This design comes from an exercise in tuning for small area, a short achievable clock period and few clock cycles per item on the open sky130 flow, not from production work.
Only simulation tests tie the RTL to the original design; equivalence was not proved.

### run.sh
#!/bin/bash
# synth_recipe.tcl (not shown) runs the flow's synth.tcl, then flattens the netlist and writes it again
# the make line also repeats each setting of config.mk as NAME=value (left out here)
make -C /OpenROAD-flow-scripts/flow DESIGN_CONFIG=/design/flow/config.mk WORK_HOME=/design/flow/orfs CLKGATE_MAP_FILE= SYNTH_SCRIPT=/design/flow/synth_recipe.tcl finish
### config.mk
export PLATFORM = sky130hd
export DESIGN_NAME = bpf_alu_seq
export DESIGN_NICKNAME = bpf_alu_seq
export VERILOG_FILES = /design/flow/design.v
export SDC_FILE = /design/flow/constraint.sdc
export NUM_CORES = 4
export LEC_CHECK = 0
export CAP_MARGIN = 20
export CORE_MARGIN = 2
export CORE_UTILIZATION = 40
export SETUP_SLACK_MARGIN = 0.5
export SLEW_MARGIN = 20
### constraint.sdc
create_clock -name core_clock -period 10.0 [get_ports {clk}]
set_input_delay 2.0000 -clock core_clock [delete_from_list [all_inputs] [get_ports {clk}]]
set_output_delay 2.0000 -clock core_clock [all_outputs]
set_load 0.01 [all_outputs]
### design.v
module bpf_alu_seq #(
    parameter int WIDTH = 32
) (
    input  logic             clk,
    input  logic             rst,
    input  logic             in_valid,
    output logic             in_ready,
    input  logic [WIDTH-1:0] i1,
    input  logic [WIDTH-1:0] i2,
    input  logic [3:0]       op,
    output logic             out_valid,
    input  logic             out_ready,
    output logic [WIDTH-1:0] o,
    output logic             dz
);
    localparam int SHW = $clog2(WIDTH);
    localparam logic [3:0] OP_MOV = 4'd0;
    localparam logic [3:0] OP_ADD = 4'd1;
    localparam logic [3:0] OP_SUB = 4'd2;
    localparam logic [3:0] OP_MUL = 4'd3;
    localparam logic [3:0] OP_DIV = 4'd4;
    localparam logic [3:0] OP_AND = 4'd5;
    localparam logic [3:0] OP_OR  = 4'd6;
    localparam logic [3:0] OP_NOT = 4'd7;
    localparam logic [3:0] OP_XOR = 4'd8;
    localparam logic [3:0] OP_LSH = 4'd9;
    localparam logic [3:0] OP_RSH = 4'd10;
    localparam logic [3:0] OP_MOD = 4'd11;
    localparam logic [3:0] OP_NEG = 4'd12;
    typedef enum logic [1:0] {
        IDLE = 2'd0,
        BUSY = 2'd1,
        HOLD = 2'd2
    } state_t;
    state_t state, state_d;
    logic [WIDTH-1:0] dvd;
    logic [WIDTH-1:0] dvs;
    logic [WIDTH-1:0] rem;
    logic             is_mod;
    logic [SHW-1:0]   cnt;
    logic             accept;
    logic             div_start;
    logic             last_step;
    logic [SHW-1:0]   sh_amt;
    logic [WIDTH-1:0] alu_o;
    logic             alu_dz;
    logic [WIDTH:0]   rem_sh;
    logic             rem_ge;
    logic [WIDTH-1:0] rem_nx;
    logic [WIDTH-1:0] quo_nx;
    assign in_ready  = (state == IDLE) || (state == HOLD && out_ready);
    assign out_valid = (state == HOLD);
    assign accept    = in_valid && in_ready;
    assign div_start = ((op == OP_DIV) || (op == OP_MOD)) && (i2 != '0);
    assign last_step = (cnt == SHW'(WIDTH - 1));
    assign sh_amt    = i2[SHW-1:0];
    assign rem_sh = {rem, dvd[WIDTH-1]};
    assign rem_ge = (rem_sh >= {1'b0, dvs});
    assign rem_nx = rem_ge ? (rem_sh[WIDTH-1:0] - dvs) : rem_sh[WIDTH-1:0];
    assign quo_nx = {dvd[WIDTH-2:0], rem_ge};
    always_comb begin
        alu_o  = '0;
        alu_dz = 1'b0;
        case (op)
            OP_MOV: alu_o = i2;
            OP_ADD: alu_o = i1 + i2;
            OP_SUB: alu_o = i1 - i2;
            OP_MUL: alu_o = i1 * i2;
            OP_AND: alu_o = i1 & i2;
            OP_OR:  alu_o = i1 | i2;
            OP_NOT: alu_o = ~i1;
            OP_XOR: alu_o = i1 ^ i2;
            OP_LSH: alu_o = i1 << sh_amt;
            OP_RSH: alu_o = i1 >> sh_amt;
            OP_NEG: alu_o = '0 - i1;
            OP_DIV: begin
                alu_o  = '0;
                alu_dz = 1'b1;
            end
            OP_MOD: begin
                alu_o  = i1;
                alu_dz = 1'b1;
            end
            default: begin
                alu_o  = '0;
                alu_dz = 1'b0;
            end
        endcase
    end
    always_comb begin
        state_d = state;
        case (state)
            IDLE: begin
                if (accept) state_d = div_start ? BUSY : HOLD;
            end
            BUSY: begin
                if (last_step) state_d = HOLD;
            end
            HOLD: begin
                if (accept)         state_d = div_start ? BUSY : HOLD;
                else if (out_ready) state_d = IDLE;
            end
            default: state_d = IDLE;
        endcase
    end
    always_ff @(posedge clk or posedge rst) begin
        if (rst) state <= IDLE;
        else     state <= state_d;
    end
    always_ff @(posedge clk or posedge rst) begin
        if (rst) begin
            o      <= '0;
            dz     <= 1'b0;
            dvd    <= '0;
            dvs    <= '0;
            rem    <= '0;
            is_mod <= 1'b0;
            cnt    <= '0;
        end else if (accept) begin
            if (div_start) begin
                dvd    <= i1;
                dvs    <= i2;
                rem    <= '0;
                is_mod <= (op == OP_MOD);
                cnt    <= '0;
            end else begin
                o  <= alu_o;
                dz <= alu_dz;
            end
        end else if (state == BUSY) begin
            dvd <= quo_nx;
            rem <= rem_nx;
            cnt <= cnt + SHW'(1);
            if (last_step) begin
                o  <= is_mod ? rem_nx : quo_nx;
                dz <= 1'b0;
            end
        end
    end
endmodule
==> results.json <==
{
  "synth_area_um2": 31500,
  "gp_congestion": 1.00,
  "startpoint_type": "primary input",
  "cts_setup_buffers": 0,
  "avgViaCountPerCell": 6.08,
  "groute.usage.overall": 0.352,
  "wl_per_cell_um": 28.7,
  "synth_nets": 4593,
  "drt-total-wl_um": 143000,
  "required_ns": 10.33,
  "regArea_um2": 3430,
  "clk_latency_ns": 0.44,
  "ys_warn_count": 1,
  "finalHoldViolations": 0,
  "syn_to_final_growth_pct": 11.4,
  "dr.pass1.iters": 8,
  "dp_hpwl_um": 111000,
  "worst_slack_ns": 0.550,
  "via_count": 30200,
  "synth_edf_count": 0,
  "hold_slack_ns": 0.507,
  "synth_ff_type": "dfrtp_1",
  "cts_buffers": 17,
  "max_cap_viol_count": 0,
  "clock-root-buffer": "clkbuf_16",
  "final_cell_mix": "531 x nor2_1, 479 x nand2_1, 468 x inv_1",
  "drv_slew": 0,
  "clock_skew_ns": 0.0101,
  "cts.sinks": 137,
  "ys_seq_area_frac": 0.109,
  "status": "no timing/DRC/antenna violations",
  "post-place-ws_ns": -0.235,
  "drt_iter0_markers": 3581,
  "cts_tree": "built",
  "worstSetupPathType": "primary input to register",
  "path_max_fanout": 21,
  "drc": 0,
  "period_share": 0.945,
  "grt_max_degree": 98,
  "ys_types": 84,
  "core.rowCount": 102,
  "die_w_um": 285,
  "tightestPinTransition_ns": 1.22,
  "fmax_mhz": 106,
  "synth_area_per_cell_um2": 8.17,
  "ys_ff_latch": 137,
  "cts_max_level": 4,
  "async_reset_ff_frac": 1.00,
  "fill_cells": 7744,
  "grt_pass1_wl_um": 209000,
  "hp-class": "register to register",
  "nets": 4655,
  "dieArea_um2": 81100,
  "grt-ovfl-total": 0,
  "final_layout_size_suffix_gt1_frac": 0.0911,
  "die_h_um": 285,
  "multiInputGateArea_um2": 25300,
  "io_pins": 107,
  "maxSlewHeadroom": 0.167,
  "grt_pass1_vias": 30000,
  "fp.coreArea_um2": 77700,
  "cts.hold.buffers_added": 0,
  "end_kind": "register",
  "numPortBuffers": 106,
  "setup_viol": 0,
  "fin_util": 0.452,
  "synthCells": 3856,
  "fin_crit_ns": 9.45,
  "antenna_found_initial": 7,
  "start_util": 0.406,
  "cts_buffer_depth": 2,
  "worstPathArrival_ns": 9.78,
  "ant_nets": 0,
  "mostFrequentLayoutCell": "nor2_1",
  "grt_setup_unrepaired": "yes",
  "cts.clk_slew.worst_paths_ns": 0.07
}
==> synth_stat cells, types with 10 or more instances <==
cell type    n  area share
nand2b_1    18      0.0036
o22ai_1     36      0.0071
a21o_1      38      0.0091
mux4_2      56       0.040
fa_1       410        0.26
ha_1       255        0.10
a221oi_1    35      0.0097
nand4_1     19      0.0038
o21ai_0    164       0.026
o21a_1      17      0.0040
nor4_1      15      0.0030
o31ai_1     18      0.0043
xor2_1      41       0.011
a211o_1     15      0.0042
o2111ai_1   12      0.0033
o221ai_1    19      0.0053
dfrtp_1    137        0.11
clkbuf_1   207       0.025
nor2b_1     21      0.0042
a22o_1      10      0.0028
a2111oi_0   10      0.0028
a211oi_1    43       0.010
a22oi_1     49       0.012
nand2_1    479       0.057
a31oi_1     28      0.0056
o211ai_1    24      0.0057
nand3_1     50      0.0079
buf_1       42      0.0050
xnor2_1    140       0.039
a21oi_1    129       0.020
a221o_1     15      0.0048
and2_1      13      0.0026
clkinv_1    17      0.0020
nor3_1      50      0.0079
and3_1      13      0.0026
nor2_1     535       0.064
inv_1      469       0.056
buf_2       14      0.0022
mux2i_1     58       0.018
==> worst max-delay path: stages <==
cell             delay [ns]
clkdlybuf4s50_1        0.52
buf_4                  0.42
ha_1                   0.32
inv_1                  0.08
fa_1                   0.53
fa_1                   0.45
fa_1                   0.47
fa_1                   0.55
inv_1                  0.06
fa_1                   0.54
fa_1                   0.43
fa_1                   0.51
fa_1                   0.46
ha_1                   0.39
a21oi_1                0.30
o21ai_0                0.13
nand2_1                0.12
o2111ai_1              0.24
a2111oi_2              0.44
o21ai_0                0.18
a211o_1                0.30
a221o_1                0.31
==> cells by family (layout without fill, tap and decap cells) <==
family / Yosys count / in the layout / share of synthesized area
AO/OA/AOI/OAI: 729 / 729 / 0.157
buffers and inverters: 759 / 834 / 0.0914
other: 0 / 1 / 0
XOR/XNOR: 181 / 181 / 0.0503
adder cells (fa/ha/maj): 665 / 665 / 0.362
AND/OR/NAND/NOR: 1261 / 1261 / 0.169
flip-flops: 137 / 137 / 0.109
multiplexers: 124 / 124 / 0.0620
==> final timing paths <==
kind                              start      end  slack (ns)  cells past startpoint
worst max-delay path             i1[12]    o[26]        0.55                     22
worst min-delay path            dvd[25]  dvd[25]        0.51                      2
worst max register to register  dvd[31]    o[26]        5.36                     13
worst min register to register  dvd[25]  dvd[25]        0.51                      2
max in group asynchronous           rst   is_mod        6.53                      3
min in group asynchronous           rst   cnt[2]        2.05                      2
==> per-stage QoR <==
step                area (um^2)  setup TNS, ns  instances
CTS                       35100              0       4971
detailed placement        34500         -0.235       4939
global route              35100              0       4972
global placement          34400         -0.182       4938
floorplan                 31500              0       3856
finish                    35100              0       4972
==> state kept, by name, summed over array words and instances, names as in the netlist <==
signal and cells:
dvd 32, dvs 32, o 32, rem 32, cnt 5, state 2, dz 1, is_mod 1
==> routing by layer <==
metal | up-vias | track usage | part of all wire
li1 | 13000 | - | -
met1 | 14900 | 0.464 | 0.39
met2 | 1894 | 0.531 | 0.43
met3 | 412 | 0.0876 | 0.11
met4 | 12 | 0.190 | 0.066
met5 | - | 0 | 0.00047
==> what timing repair did <==
action,CTS,global route
resized for setup,2,7
setup endpoints to repair,1,6
gates cloned,0,0
==> final cells by class <==
| type | instances | share of cell area |
|---|---|---|
| diodes | 1 | 0.0000713 |
| clock buffers | 17 | 0.0121 |
| clock inverters | 15 | 0.00535 |
| inverters | 494 | 0.0532 |
| multi-input cells | 2960 | 0.721 |
| flip-flops and latches | 137 | 0.0977 |
| well taps | 1040 | 0.0371 |
| repair buffers | 308 | 0.0740 |
Testbench counts, summed over its fixed seeds: cycles 43,272, items 12,000.

-- static timing again, ports no longer ideal --
How much do the figures lean on ideal ports? The routed layout below was timed once more, with nothing changed but the port constraints.
Step 1, drivers: a clkbuf_16 drives clk and a buf_2 each remaining input, both assumed.
Step 2 times the ports against the registers' clock, not the clock port: input delays grow and output delays shrink by t, the midpoint of the rising clock arrivals with the driver on.
Three values: ideal, step 1, step 2; two values: the first two.
shift t [ns]: 0.485
setup WS [ns]: 0.550 / 0.573 / 0.088
hold slack, ns: 0.507 / 0.507 / 0.507
slew at the worst register clock pin (ns): 0.07 / 0.07
After both steps this run still meets setup and hold. For this run, drivers alone change the setup slack by +0.023 ns; drivers and shift together by -0.462 ns.
